This design comes from an exercise in tuning for small area and a short achievable clock period on the open sky130 flow, not from production work. Where RTL was checked, it was by simulation tests only, not by an equivalence proof against the original. Power is estimated from default activity; no workload was simulated.

==> flow/design.v <==
package bps_pkg;
  localparam int RankBits    = 15;
  localparam int StepBits    = 17;
  localparam int BlockBits   = 16;
  localparam int LogBits     = 4;
  localparam int CfgIdxBits  = 1;
  localparam int CfgDataBits = 16;
endpackage
module bps_mod_a (
  input  logic [16:0] s,
  output logic [3:0]  u15,
  output logic [6:0]  t63,
  output logic [6:0]  z13,
  output logic [6:0]  y11
);
  logic [3:0] x1, y1, x2, y2, x3, y3, m1, m2, m3;
  logic [4:0] t15;
  logic [5:0] x6, y6, m6;
  logic [7:0] y13;
  always_comb begin
    x1 = s[3:0] ^ s[7:4] ^ s[11:8];
    m1 = (s[3:0] & s[7:4]) | (s[3:0] & s[11:8]) | (s[7:4] & s[11:8]);
    y1 = {m1[2:0], m1[3]};
    x2 = x1 ^ y1 ^ s[15:12];
    m2 = (x1 & y1) | (x1 & s[15:12]) | (y1 & s[15:12]);
    y2 = {m2[2:0], m2[3]};
    x3 = x2 ^ y2 ^ {3'b0, s[16]};
    m3 = (x2 & y2) | (x2 & {3'b0, s[16]}) | (y2 & {3'b0, s[16]});
    y3 = {m3[2:0], m3[3]};
    t15 = {1'b0, x3} + {1'b0, y3};
    u15 = t15[3:0] + {3'b0, t15[4]};
    x6 = s[5:0] ^ s[11:6] ^ {1'b0, s[16:12]};
    m6 = (s[5:0] & s[11:6]) | (s[5:0] & {1'b0, s[16:12]}) | (s[11:6] & {1'b0, s[16:12]});
    y6 = {m6[4:0], m6[5]};
    t63 = {1'b0, x6} + {1'b0, y6};
    y13 = {2'b0, s[5:0]} + {3'b0, s[16:12]} + {2'b0, ~s[11:6]};
    z13 = {1'b0, y13[5:0]} + {5'b0, ~y13[7:6]} + 7'd12;
    y11 = {2'b0, s[4:0]} + {2'b0, s[14:10]} + {2'b0, ~s[9:5]} + {5'b0, ~s[16:15]};
  end
endmodule
module bps_mod_b (
  input  logic [2:0] s_lo,
  input  logic [3:0] l,
  input  logic [3:0] u15,
  input  logic [6:0] t63,
  input  logic [6:0] z13,
  input  logic [6:0] y11,
  output logic [3:0] si
);
  logic [3:0] r15, r13, r11, r9;
  logic [2:0] r7, r5, a7, b7;
  logic [1:0] r3;
  logic [5:0] c13;
  logic [4:0] c11, d9;
  logic [5:0] z11;
  logic [3:0] e7;
  always_comb begin
    r15 = (u15 == 4'd15) ? 4'd0 : u15;
    case (r15)
      4'd0, 4'd3, 4'd6, 4'd9, 4'd12:   r3 = 2'd0;
      4'd1, 4'd4, 4'd7, 4'd10, 4'd13:  r3 = 2'd1;
      default:                         r3 = 2'd2;
    endcase
    case (r15)
      4'd0, 4'd5, 4'd10:  r5 = 3'd0;
      4'd1, 4'd6, 4'd11:  r5 = 3'd1;
      4'd2, 4'd7, 4'd12:  r5 = 3'd2;
      4'd3, 4'd8, 4'd13:  r5 = 3'd3;
      default:            r5 = 3'd4;
    endcase
    e7 = {1'b0, t63[2:0]} + {1'b0, t63[5:3]} + {3'b0, t63[6]};
    a7 = e7[2:0] + {2'b0, e7[3]};
    r7 = (a7 == 3'd7) ? 3'd0 : a7;
    d9 = {2'b0, t63[2:0]} + {4'b0, t63[6]} - {2'b0, t63[5:3]};
    r9 = d9[4] ? d9[3:0] + 4'd9 : ((d9[3:0] == 4'd9) ? 4'd0 : d9[3:0]);
    z11 = {1'b0, y11[4:0]} + {4'b0, ~y11[6:5]} + 6'd7;
    c13 = (z13 >= 7'd52) ? 6'(z13 - 7'd52) : z13[5:0];
    c13 = (c13 >= 6'd26) ? 6'(c13 - 6'd26) : c13;
    r13 = (c13 >= 6'd13) ? 4'(c13 - 6'd13) : c13[3:0];
    c11 = (z11 >= 6'd22) ? 5'(z11 - 6'd22) : z11[4:0];
    r11 = (c11 >= 5'd11) ? 4'(c11 - 5'd11) : c11[3:0];
    case (l)
      4'd2:    si = {3'b0, s_lo[0]};
      4'd3:    si = {2'b0, r3};
      4'd4:    si = {2'b0, s_lo[1:0]};
      4'd5:    si = {1'b0, r5};
      4'd6:    si = {2'b0, r3} + ((r3[0] ^ s_lo[0]) ? 4'd3 : 4'd0);
      4'd7:    si = {1'b0, r7};
      4'd8:    si = {1'b0, s_lo};
      4'd9:    si = r9;
      4'd10:   si = {1'b0, r5} + ((r5[0] ^ s_lo[0]) ? 4'd5 : 4'd0);
      4'd11:   si = r11;
      4'd12:   si = {2'b0, r3} + 4'd3 * {2'b0, 2'(2'd3 * (s_lo[1:0] - r3))};
      4'd13:   si = r13;
      4'd14:   si = {1'b0, r7} + ((r7[0] ^ s_lo[0]) ? 4'd7 : 4'd0);
      4'd15:   si = r15;
      default: si = 4'd0;
    endcase
  end
endmodule
module binomial_pipeline_schedule (
  input  logic                              clk_i,
  input  logic                              rst_ni,
  input  logic                              start_i,
  output logic                              busy_o,
  input  logic                              req_type_i,
  input  logic [bps_pkg::RankBits-1:0]      rank_i,
  input  logic [bps_pkg::StepBits-1:0]      step_i,
  input  logic                              cfg_we_i,
  input  logic [bps_pkg::CfgIdxBits-1:0]    cfg_idx_i,
  input  logic [bps_pkg::CfgDataBits-1:0]   cfg_wdata_i,
  output logic                              valid_o,
  output logic                              transfer_valid_o,
  output logic [bps_pkg::RankBits-1:0]      peer_rank_o,
  output logic [bps_pkg::BlockBits-1:0]     block_index_o,
  output logic [bps_pkg::StepBits-1:0]      forged_index_o
);
  assign busy_o = 1'b0;
  logic [3:0]  lx_q;
  logic [15:0] bx_q;
  logic        zb_q;
  always_ff @(posedge clk_i or negedge rst_ni) begin
    if (!rst_ni) begin
      lx_q <= 4'd0;
      bx_q <= 16'd0;
      zb_q <= 1'b0;
    end else if (cfg_we_i) begin
      if (cfg_idx_i == 1'b0) begin
        lx_q <= (cfg_wdata_i[3:0] == 4'd0) ? 4'd0 : cfg_wdata_i[3:0] ^ 4'd1;
      end else begin
        bx_q <= cfg_wdata_i ^ 16'd1;
        zb_q <= (cfg_wdata_i == 16'd0);
      end
    end
  end
  logic [3:0]  l_q;
  logic [15:0] b_q;
  logic        zb;
  logic [15:0] last;
  assign l_q  = lx_q ^ 4'd1;
  assign b_q  = bx_q ^ 16'd1;
  assign zb   = zb_q;
  assign last = zb ? 16'd0 : b_q - 16'd1;
  logic v1_q, v2_q, v3_q, v4_q, v5_q;
  always_ff @(posedge clk_i or negedge rst_ni) begin
    if (!rst_ni) begin
      v1_q    <= 1'b0;
      v2_q    <= 1'b0;
      v3_q    <= 1'b0;
      v4_q    <= 1'b0;
      v5_q    <= 1'b0;
      valid_o <= 1'b0;
    end else begin
      v1_q    <= start_i;
      v2_q    <= v1_q;
      v3_q    <= v2_q;
      v4_q    <= v3_q;
      v5_q    <= v4_q;
      valid_o <= v5_q;
    end
  end
  logic        req1_q, req2_q, req3_q;
  logic [14:0] rank1_q, rank2_q, rank3_q;
  logic [16:0] s1_q, s2_q, s3_q, s4_q;
  logic [3:0]  u15_d, u15_q;
  logic [6:0]  t63_d, t63_q, z13_d, z13_q;
  logic [6:0]  y11_d, y11_q;
  logic [3:0]  si3_d, si3_q, si4_q;
  bps_mod_a u_mod_a (
    .s   (s1_q),
    .u15 (u15_d),
    .t63 (t63_d),
    .z13 (z13_d),
    .y11 (y11_d)
  );
  bps_mod_b u_mod_b (
    .s_lo (s2_q[2:0]),
    .l    (l_q),
    .u15  (u15_q),
    .t63  (t63_q),
    .z13  (z13_q),
    .y11  (y11_q),
    .si   (si3_d)
  );
  always_ff @(posedge clk_i) begin
    req1_q  <= req_type_i;
    rank1_q <= rank_i;
    s1_q    <= step_i;
    req2_q  <= req1_q;
    rank2_q <= rank1_q;
    s2_q    <= s1_q;
    u15_q   <= u15_d;
    t63_q   <= t63_d;
    z13_q   <= z13_d;
    y11_q   <= y11_d;
    req3_q  <= req2_q;
    rank3_q <= rank2_q;
    s3_q    <= s2_q;
    si3_q   <= si3_d;
  end
  logic [14:0] onehot, above, below, other;
  logic        rot0, any_a, any_b;
  logic [3:0]  pa, pb;
  always_comb begin
    onehot = 15'd1 << si3_q;
    above  = '0;
    below  = '0;
    for (int j = 0; j < 15; j++) begin
      above[j] = rank3_q[j] && (4'(j) > si3_q);
      below[j] = rank3_q[j] && (4'(j) < si3_q);
    end
    other = rank3_q ^ onehot;
    rot0  = rank3_q[si3_q] ^ !req3_q;
    any_a = |above;
    any_b = |below;
    pa = 4'd0;
    for (int j = 14; j >= 0; j--) if (above[j]) pa = 4'(j);
    pb = 4'd0;
    for (int j = 14; j >= 0; j--) if (below[j]) pb = 4'(j);
  end
  logic        rot04_q, any_a4_q, any_b4_q;
  logic [3:0]  pa4_q, pb4_q;
  logic [14:0] peer4_q;
  always_ff @(posedge clk_i) begin
    rot04_q  <= rot0;
    any_a4_q <= any_a;
    any_b4_q <= any_b;
    pa4_q    <= pa;
    pb4_q    <= pb;
    peer4_q  <= other;
    si4_q    <= si3_q;
    s4_q     <= s3_q;
  end
  logic [4:0]  x, m, wrapx;
  logic [3:0]  idx, idxp, first, gc;
  logic        recv_nz, kill;
  logic [17:0] g, sl;
  always_comb begin
    x       = any_b4_q ? {1'b0, pb4_q} : {1'b0, si4_q};
    wrapx   = x + {1'b0, l_q};
    m       = (any_a4_q && ({1'b0, pa4_q} < wrapx)) ? {1'b0, pa4_q} : wrapx;
    idx     = 4'(m - {1'b0, si4_q});
    idxp    = rot04_q ? idx : 4'd0;
    first   = any_b4_q ? pb4_q : (rot04_q ? si4_q : pa4_q);
    recv_nz = rot04_q || any_a4_q || any_b4_q;
    g       = {2'b0, b_q} + {14'b0, l_q} + {1'b1, ~s4_q};
    kill    = g[17] || (g[16:0] == '0);
    gc      = (g[16:4] != '0) ? 4'd15 : g[3:0];
    sl      = {1'b0, s4_q} - {14'b0, l_q};
  end
  logic        pre5_q;
  logic [14:0] peer5_q;
  logic [3:0]  idxp5_q, gc5_q, first5_q;
  logic [17:0] sl5_q;
  always_ff @(posedge clk_i) begin
    pre5_q   <= recv_nz && !kill;
    peer5_q  <= peer4_q;
    idxp5_q  <= idxp;
    gc5_q    <= gc;
    first5_q <= first;
    sl5_q    <= sl;
  end
  logic [17:0] f, fd;
  logic [4:0]  d;
  logic        ok, clamp, eq, keep;
  logic [15:0] blk, forged;
  always_comb begin
    f      = sl5_q + {14'b0, idxp5_q};
    d      = {1'b0, first5_q} - {1'b0, idxp5_q};
    fd     = {{13{d[4]}}, d};
    ok     = pre5_q && !f[17];
    clamp  = {1'b0, idxp5_q} > {1'b0, gc5_q} + {4'b0, zb};
    eq     = (sl5_q == fd);
    keep   = clamp && eq;
    blk    = clamp ? last : f[15:0];
    forged = {blk[15:4] & {12{!keep}}, keep ? f[3:0] : blk[3:0]};
  end
  always_ff @(posedge clk_i) begin
    transfer_valid_o <= ok;
    peer_rank_o      <= ok ? peer5_q : '0;
    block_index_o    <= ok ? blk : '0;
    forged_index_o   <= {1'b0, ok ? forged : 16'd0};
  end
endmodule
==> flow/config.mk <==
export PLATFORM = sky130hd
export DESIGN_NAME = binomial_pipeline_schedule
export DESIGN_NICKNAME = binomial_pipeline_schedule
export VERILOG_FILES = /design/flow/design.v
export SDC_FILE = /design/flow/constraint.sdc
export NUM_CORES = 4
export LEC_CHECK = 0
export ABC_AREA = 1
export CAP_MARGIN = 20
export CORE_MARGIN = 2
export CORE_UTILIZATION = 40
export SETUP_SLACK_MARGIN = 4.4
export SLEW_MARGIN = 20
==> flow/constraint.sdc <==
create_clock -name core_clock -period 7.0 [get_ports {clk_i}]
set_input_delay 1.4000 -clock core_clock [delete_from_list [all_inputs] [get_ports {clk_i}]]
set_output_delay 1.4000 -clock core_clock [all_outputs]
set_load 0.01 [all_outputs]
standard.sh (not shown) runs the stock make flow with config.mk's settings and CLKGATE_MAP_FILE= SYNTH_SCRIPT=/design/flow/synth_recipe.tcl, a recipe that flattens the netlist after the stock synthesis.
==> flow/flow/run.sh <==
#!/bin/bash
# The standard ORFS layout with two changes: Yosys's adder-cell mapping is off, so that ABC
# maps the arithmetic together with the rest of the logic, and the port buffers are
# buf_2 cells. Registers and everything else as in standard.sh; each tool's output lands
# in orfs/logs, make's own output in make_finish.log.
set -euo pipefail
cd "$(dirname "$0")/.."
bash standard.sh ADDER_MAP_FILE= "BUFFER_PORTS_ARGS=-buffer_cell sky130_fd_sc_hd__buf_2" finish > make_finish.log 2>&1
Then changed:
--- a/flow/design.v
+++ b/flow/design.v
@@ -198,25 +198,21 @@
     s3_q    <= s2_q;
     si3_q   <= si3_d;
   end
-  logic [14:0] onehot, above, below, other;
+  logic [14:0] onehot, above, other;
   logic        rot0, any_a, any_b;
   logic [3:0]  pa, pb;
   always_comb begin
     onehot = 15'd1 << si3_q;
     above  = '0;
-    below  = '0;
-    for (int j = 0; j < 15; j++) begin
-      above[j] = rank3_q[j] && (4'(j) > si3_q);
-      below[j] = rank3_q[j] && (4'(j) < si3_q);
-    end
+    for (int j = 0; j < 15; j++) above[j] = rank3_q[j] && (4'(j) > si3_q);
     other = rank3_q ^ onehot;
     rot0  = rank3_q[si3_q] ^ !req3_q;
     any_a = |above;
-    any_b = |below;
     pa = 4'd0;
     for (int j = 14; j >= 0; j--) if (above[j]) pa = 4'(j);
     pb = 4'd0;
-    for (int j = 14; j >= 0; j--) if (below[j]) pb = 4'(j);
+    for (int j = 14; j >= 0; j--) if (rank3_q[j]) pb = 4'(j);
+    any_b = (rank3_q != '0) && (pb < si3_q);
   end
   logic        rot04_q, any_a4_q, any_b4_q;
   logic [3:0]  pa4_q, pb4_q;
@@ -262,7 +258,7 @@
   end
   logic [17:0] f, fd;
   logic [4:0]  d;
-  logic        ok, clamp, eq, keep;
+  logic        ok, clamp, eq;
   logic [15:0] blk, forged;
   always_comb begin
     f      = sl5_q + {14'b0, idxp5_q};
@@ -271,9 +267,8 @@
     ok     = pre5_q && !f[17];
     clamp  = {1'b0, idxp5_q} > {1'b0, gc5_q} + {4'b0, zb};
     eq     = (sl5_q == fd);
-    keep   = clamp && eq;
     blk    = clamp ? last : f[15:0];
-    forged = {blk[15:4] & {12{!keep}}, keep ? f[3:0] : blk[3:0]};
+    forged = (clamp && !eq) ? last : f[15:0];
   end
   always_ff @(posedge clk_i) begin
     transfer_valid_o <= ok;
Global-route usage drops by 0.30 points.
Synthesized cell count stays flat.
Non-clock buffer count climbs by 14.
Routed wire length drops by 0.60%.
Synthesized area drops by 0.76%.
Worst hold slack degrades by 0.0078 ns.
Maximum frequency barely changes.
Clock-buffer cell count does not change.
Total power drops by 5.6%.
Cell count climbs by 0.56%.
First-iteration DRC count climbs by 19%.
Combinational power drops by about 3%.
Function was not checked in any run of this note: the RTL went through the layout flow alone.

---

## lane 1
Another version of the RTL of binomial_pipeline_schedule (not shown whole).
For scale: roughly 2000 cells after synthesis, roughly 300 flip-flops, roughly 110 I/O pins.
==> module binomial_pipeline_schedule, before the edit <==
module binomial_pipeline_schedule (
  input  logic                              clk_i,
  input  logic                              rst_ni,
  input  logic                              start_i,
  output logic                              busy_o,
  input  logic                              req_type_i,
  input  logic [bps_pkg::RankBits-1:0]      rank_i,
  input  logic [bps_pkg::StepBits-1:0]      step_i,
  input  logic                              cfg_we_i,
  input  logic [bps_pkg::CfgIdxBits-1:0]    cfg_idx_i,
  input  logic [bps_pkg::CfgDataBits-1:0]   cfg_wdata_i,
  output logic                              valid_o,
  output logic                              transfer_valid_o,
  output logic [bps_pkg::RankBits-1:0]      peer_rank_o,
  output logic [bps_pkg::BlockBits-1:0]     block_index_o,
  output logic [bps_pkg::StepBits-1:0]      forged_index_o
);
  assign busy_o = 1'b0;
  logic [3:0]  lx_q;
  logic [15:0] bx_q;
  always_ff @(posedge clk_i or negedge rst_ni) begin
    if (!rst_ni) begin
      lx_q <= 4'd0;
      bx_q <= 16'd0;
    end else if (cfg_we_i) begin
      if (cfg_idx_i == 1'b0) begin
        lx_q <= (cfg_wdata_i[3:0] == 4'd0) ? 4'd0 : cfg_wdata_i[3:0] ^ 4'd1;
      end else begin
        bx_q <= cfg_wdata_i ^ 16'd1;
      end
    end
  end
  logic [3:0]  l_q;
  logic [15:0] b_q;
  logic        zb;
  logic [15:0] last;
  assign l_q  = lx_q ^ 4'd1;
  assign b_q  = bx_q ^ 16'd1;
  assign zb   = (b_q == 16'd0);
  assign last = zb ? 16'd0 : b_q - 16'd1;
  logic v1_q, v2_q, v3_q, v4_q, v5_q;
  always_ff @(posedge clk_i or negedge rst_ni) begin
    if (!rst_ni) begin
      v1_q    <= 1'b0;
      v2_q    <= 1'b0;
      v3_q    <= 1'b0;
      v4_q    <= 1'b0;
      v5_q    <= 1'b0;
      valid_o <= 1'b0;
    end else begin
      v1_q    <= start_i;
      v2_q    <= v1_q;
      v3_q    <= v2_q;
      v4_q    <= v3_q;
      v5_q    <= v4_q;
      valid_o <= v5_q;
    end
  end
  logic        req1_q, req2_q, req3_q;
  logic [14:0] rank1_q, rank2_q, rank3_q;
  logic [16:0] s1_q, s2_q, s3_q, s4_q;
  logic [3:0]  u15_d, u15_q;
  logic [6:0]  t63_d, t63_q, z13_d, z13_q;
  logic [6:0]  y11_d, y11_q;
  logic [3:0]  si3_d, si3_q, si4_q;
  bps_mod_a u_mod_a (
    .s   (s1_q),
    .u15 (u15_d),
    .t63 (t63_d),
    .z13 (z13_d),
    .y11 (y11_d)
  );
  bps_mod_b u_mod_b (
    .s_lo (s2_q[2:0]),
    .l    (l_q),
    .u15  (u15_q),
    .t63  (t63_q),
    .z13  (z13_q),
    .y11  (y11_q),
    .si   (si3_d)
  );
  always_ff @(posedge clk_i) begin
    req1_q  <= req_type_i;
    rank1_q <= rank_i;
    s1_q    <= step_i;
    req2_q  <= req1_q;
    rank2_q <= rank1_q;
    s2_q    <= s1_q;
    u15_q   <= u15_d;
    t63_q   <= t63_d;
    z13_q   <= z13_d;
    y11_q   <= y11_d;
    req3_q  <= req2_q;
    rank3_q <= rank2_q;
    s3_q    <= s2_q;
    si3_q   <= si3_d;
  end
  logic [14:0] onehot, above, below, other;
  logic        rot0, any_a, any_b;
  logic [3:0]  pa, pb;
  always_comb begin
    onehot = 15'd1 << si3_q;
    above  = '0;
    below  = '0;
    for (int j = 0; j < 15; j++) begin
      above[j] = rank3_q[j] && (4'(j) > si3_q);
      below[j] = rank3_q[j] && (4'(j) < si3_q);
    end
    other = rank3_q ^ onehot;
    rot0  = rank3_q[si3_q] ^ !req3_q;
    any_a = |above;
    any_b = |below;
    pa = 4'd0;
    for (int j = 14; j >= 0; j--) if (above[j]) pa = 4'(j);
    pb = 4'd0;
    for (int j = 14; j >= 0; j--) if (below[j]) pb = 4'(j);
  end
  logic        rot04_q, any_a4_q, any_b4_q;
  logic [3:0]  pa4_q, pb4_q;
  logic [14:0] peer4_q;
  always_ff @(posedge clk_i) begin
    rot04_q  <= rot0;
    any_a4_q <= any_a;
    any_b4_q <= any_b;
    pa4_q    <= pa;
    pb4_q    <= pb;
    peer4_q  <= other;
    si4_q    <= si3_q;
    s4_q     <= s3_q;
  end
  logic [4:0]  x, m, wrapx;
  logic [3:0]  idx, idxp, first, gc;
  logic        recv_nz, kill;
  logic [17:0] g, sl;
  always_comb begin
    x       = any_b4_q ? {1'b0, pb4_q} : {1'b0, si4_q};
    wrapx   = x + {1'b0, l_q};
    m       = (any_a4_q && ({1'b0, pa4_q} < wrapx)) ? {1'b0, pa4_q} : wrapx;
    idx     = 4'(m - {1'b0, si4_q});
    idxp    = rot04_q ? idx : 4'd0;
    first   = any_b4_q ? pb4_q : (rot04_q ? si4_q : pa4_q);
    recv_nz = rot04_q || any_a4_q || any_b4_q;
    g       = {2'b0, b_q} + {14'b0, l_q} + {1'b1, ~s4_q} + {17'b0, zb};
    kill    = g[17] || (g[16:1] == '0 && (!g[0] || zb));
    gc      = (g[16:4] != '0) ? 4'd15 : g[3:0];
    sl      = {1'b0, s4_q} - {14'b0, l_q};
  end
  logic        pre5_q;
  logic [14:0] peer5_q;
  logic [3:0]  idxp5_q, gc5_q, first5_q;
  logic [17:0] sl5_q;
  always_ff @(posedge clk_i) begin
    pre5_q   <= recv_nz && !kill;
    peer5_q  <= peer4_q;
    idxp5_q  <= idxp;
    gc5_q    <= gc;
    first5_q <= first;
    sl5_q    <= sl;
  end
  logic [17:0] f, fd;
  logic [4:0]  d;
  logic        ok, clamp, eq;
  logic [15:0] blk, forged;
  always_comb begin
    f      = sl5_q + {14'b0, idxp5_q};
    d      = {1'b0, first5_q} - {1'b0, idxp5_q};
    fd     = {{13{d[4]}}, d};
    ok     = pre5_q && !f[17];
    clamp  = idxp5_q > gc5_q;
    eq     = (sl5_q == fd);
    blk    = clamp ? last : f[15:0];
    forged = (clamp && !eq) ? last : f[15:0];
  end
  always_ff @(posedge clk_i) begin
    transfer_valid_o <= ok;
    peer_rank_o      <= ok ? peer5_q : '0;
    block_index_o    <= ok ? blk : '0;
    forged_index_o   <= {1'b0, ok ? forged : 16'd0};
  end
endmodule
export LEC_CHECK = 0
export ABC_AREA = 1
export CAP_MARGIN = 20
export CORE_MARGIN = 2
export CORE_UTILIZATION = 40
export SETUP_SLACK_MARGIN = 4.4
export SLEW_MARGIN = 20
create_clock -name core_clock -period 7.0 [get_ports {clk_i}]
==> flow/flow/run.sh <==
#!/bin/bash
# The standard ORFS layout with three changes: Yosys's adder-cell mapping is off, so that
# ABC maps the arithmetic together with the rest of the logic; ABC's area script leaves
# out its buffering and upsizing, which would size every gate for an unreachable delay
# target (placement-time repair sizes the gates instead); and the port buffers are buf_2
# cells. Registers and everything else as in standard.sh; each tool's output lands in
# orfs/logs, make's own output in make_finish.log.
set -euo pipefail
cd "$(dirname "$0")/.."
rm -rf scripts_abc
cp -r "$FLOW_HOME/scripts" scripts_abc
cp flow/abc_area.script scripts_abc/abc_area.script
bash standard.sh ADDER_MAP_FILE= "BUFFER_PORTS_ARGS=-buffer_cell sky130_fd_sc_hd__buf_2" \
  SCRIPTS_DIR="$PWD/scripts_abc" finish > make_finish.log 2>&1
==> flow/flow/abc_area.script <==
strash
dch
map -B 0.9
topo
stime -c
dnsize -c
> inputs changed (lane 1 -> lane 2)
--- a/flow/design.v
+++ b/flow/design.v
@@ -116,29 +116,32 @@
   output logic [bps_pkg::StepBits-1:0]      forged_index_o
 );
   assign busy_o = 1'b0;
   logic [3:0]  lx_q;
   logic [15:0] bx_q;
+  logic        zb_q;
   always_ff @(posedge clk_i or negedge rst_ni) begin
     if (!rst_ni) begin
       lx_q <= 4'd0;
       bx_q <= 16'd0;
+      zb_q <= 1'b0;
     end else if (cfg_we_i) begin
       if (cfg_idx_i == 1'b0) begin
         lx_q <= (cfg_wdata_i[3:0] == 4'd0) ? 4'd0 : cfg_wdata_i[3:0] ^ 4'd1;
       end else begin
         bx_q <= cfg_wdata_i ^ 16'd1;
+        zb_q <= (cfg_wdata_i == 16'd0);
       end
     end
   end
   logic [3:0]  l_q;
   logic [15:0] b_q;
   logic        zb;
   logic [15:0] last;
   assign l_q  = lx_q ^ 4'd1;
   assign b_q  = bx_q ^ 16'd1;
-  assign zb   = (b_q == 16'd0);
+  assign zb   = zb_q;
   assign last = zb ? 16'd0 : b_q - 16'd1;
   logic v1_q, v2_q, v3_q, v4_q, v5_q;
   always_ff @(posedge clk_i or negedge rst_ni) begin
     if (!rst_ni) begin
       v1_q    <= 1'b0;
@@ -238,12 +241,12 @@
     m       = (any_a4_q && ({1'b0, pa4_q} < wrapx)) ? {1'b0, pa4_q} : wrapx;
     idx     = 4'(m - {1'b0, si4_q});
     idxp    = rot04_q ? idx : 4'd0;
     first   = any_b4_q ? pb4_q : (rot04_q ? si4_q : pa4_q);
     recv_nz = rot04_q || any_a4_q || any_b4_q;
-    g       = {2'b0, b_q} + {14'b0, l_q} + {1'b1, ~s4_q} + {17'b0, zb};
-    kill    = g[17] || (g[16:1] == '0 && (!g[0] || zb));
+    g       = {2'b0, b_q} + {14'b0, l_q} + {1'b1, ~s4_q};
+    kill    = g[17] || (g[16:0] == '0);
     gc      = (g[16:4] != '0) ? 4'd15 : g[3:0];
     sl      = {1'b0, s4_q} - {14'b0, l_q};
   end
   logic        pre5_q;
   logic [14:0] peer5_q;
@@ -264,11 +267,11 @@
   always_comb begin
     f      = sl5_q + {14'b0, idxp5_q};
     d      = {1'b0, first5_q} - {1'b0, idxp5_q};
     fd     = {{13{d[4]}}, d};
     ok     = pre5_q && !f[17];
-    clamp  = idxp5_q > gc5_q;
+    clamp  = {1'b0, idxp5_q} > {1'b0, gc5_q} + {4'b0, zb};
     eq     = (sl5_q == fd);
     blk    = clamp ? last : f[15:0];
     forged = (clamp && !eq) ? last : f[15:0];
   end
   always_ff @(posedge clk_i) begin
Notes after the runs:
- Lane 2 did not stop at any stage, and its layout met the timing, design-rule and antenna checks.
- Lane 2 against lane 1: clock insertion delay at the later pin of the skew report went up by 0.02 ns; fraction of area in multi-input gates higher; cell area after synthesis increased by 0.87% relative to the old numbers; time the final worst path needs with I/O delays and setup climbed 0.078 ns.
- From lane 1 to lane 2 the numbers moved as follows: non-clock buffer count fell by about 9%; share of total power in the clock network rose by 0.3 points.
- Min length of routed wiring on met1 across lane 1 and lane 2: lane 2
- The lower post-route fraction of the period consumed by the critical path came out of lane 1.

-- re-timing with driven ports --
No port has a modelled driver above. Below, the same layouts with a new extraction and two added sets of constraints. Step 1 assumes that a clkbuf_16 drives the clock port and a buf_2 every other input. Step 2 times the ports against the registers' clock, not the clock port: input delays grow and output delays shrink by t, the midpoint of the rising clock arrivals with the driver on. Slacks: no drivers / after step 1 / after step 2; pairs: no drivers / after step 1.
run	shift t [ns]	setup WS [ns]	worst hold slack (ns)	clock arrival spread, ns	worst register clock-pin slew, ns
the first run of note 1	0.580	4.522 / 4.522 / 4.286	0.317 / 0.317 / 0.317	0.012 / 0.012	0.06 / 0.06
the second run of note 1	0.615	4.522 / 4.468 / 4.311	0.309 / 0.309 / 0.309	0.031 / 0.031	0.07 / 0.07
lane 1	0.569	4.549 / 4.518 / 4.313	0.315 / 0.315 / 0.315	0.021 / 0.021	0.06 / 0.06
lane 2	0.583	4.470 / 4.470 / 4.110	0.314 / 0.314 / 0.314	0.026 / 0.027	0.06 / 0.06
After both steps every run listed still meets setup and hold. The setup slack of lane 2, which loses most, moves by 0.000 ns with the drivers and by -0.360 ns with both steps.
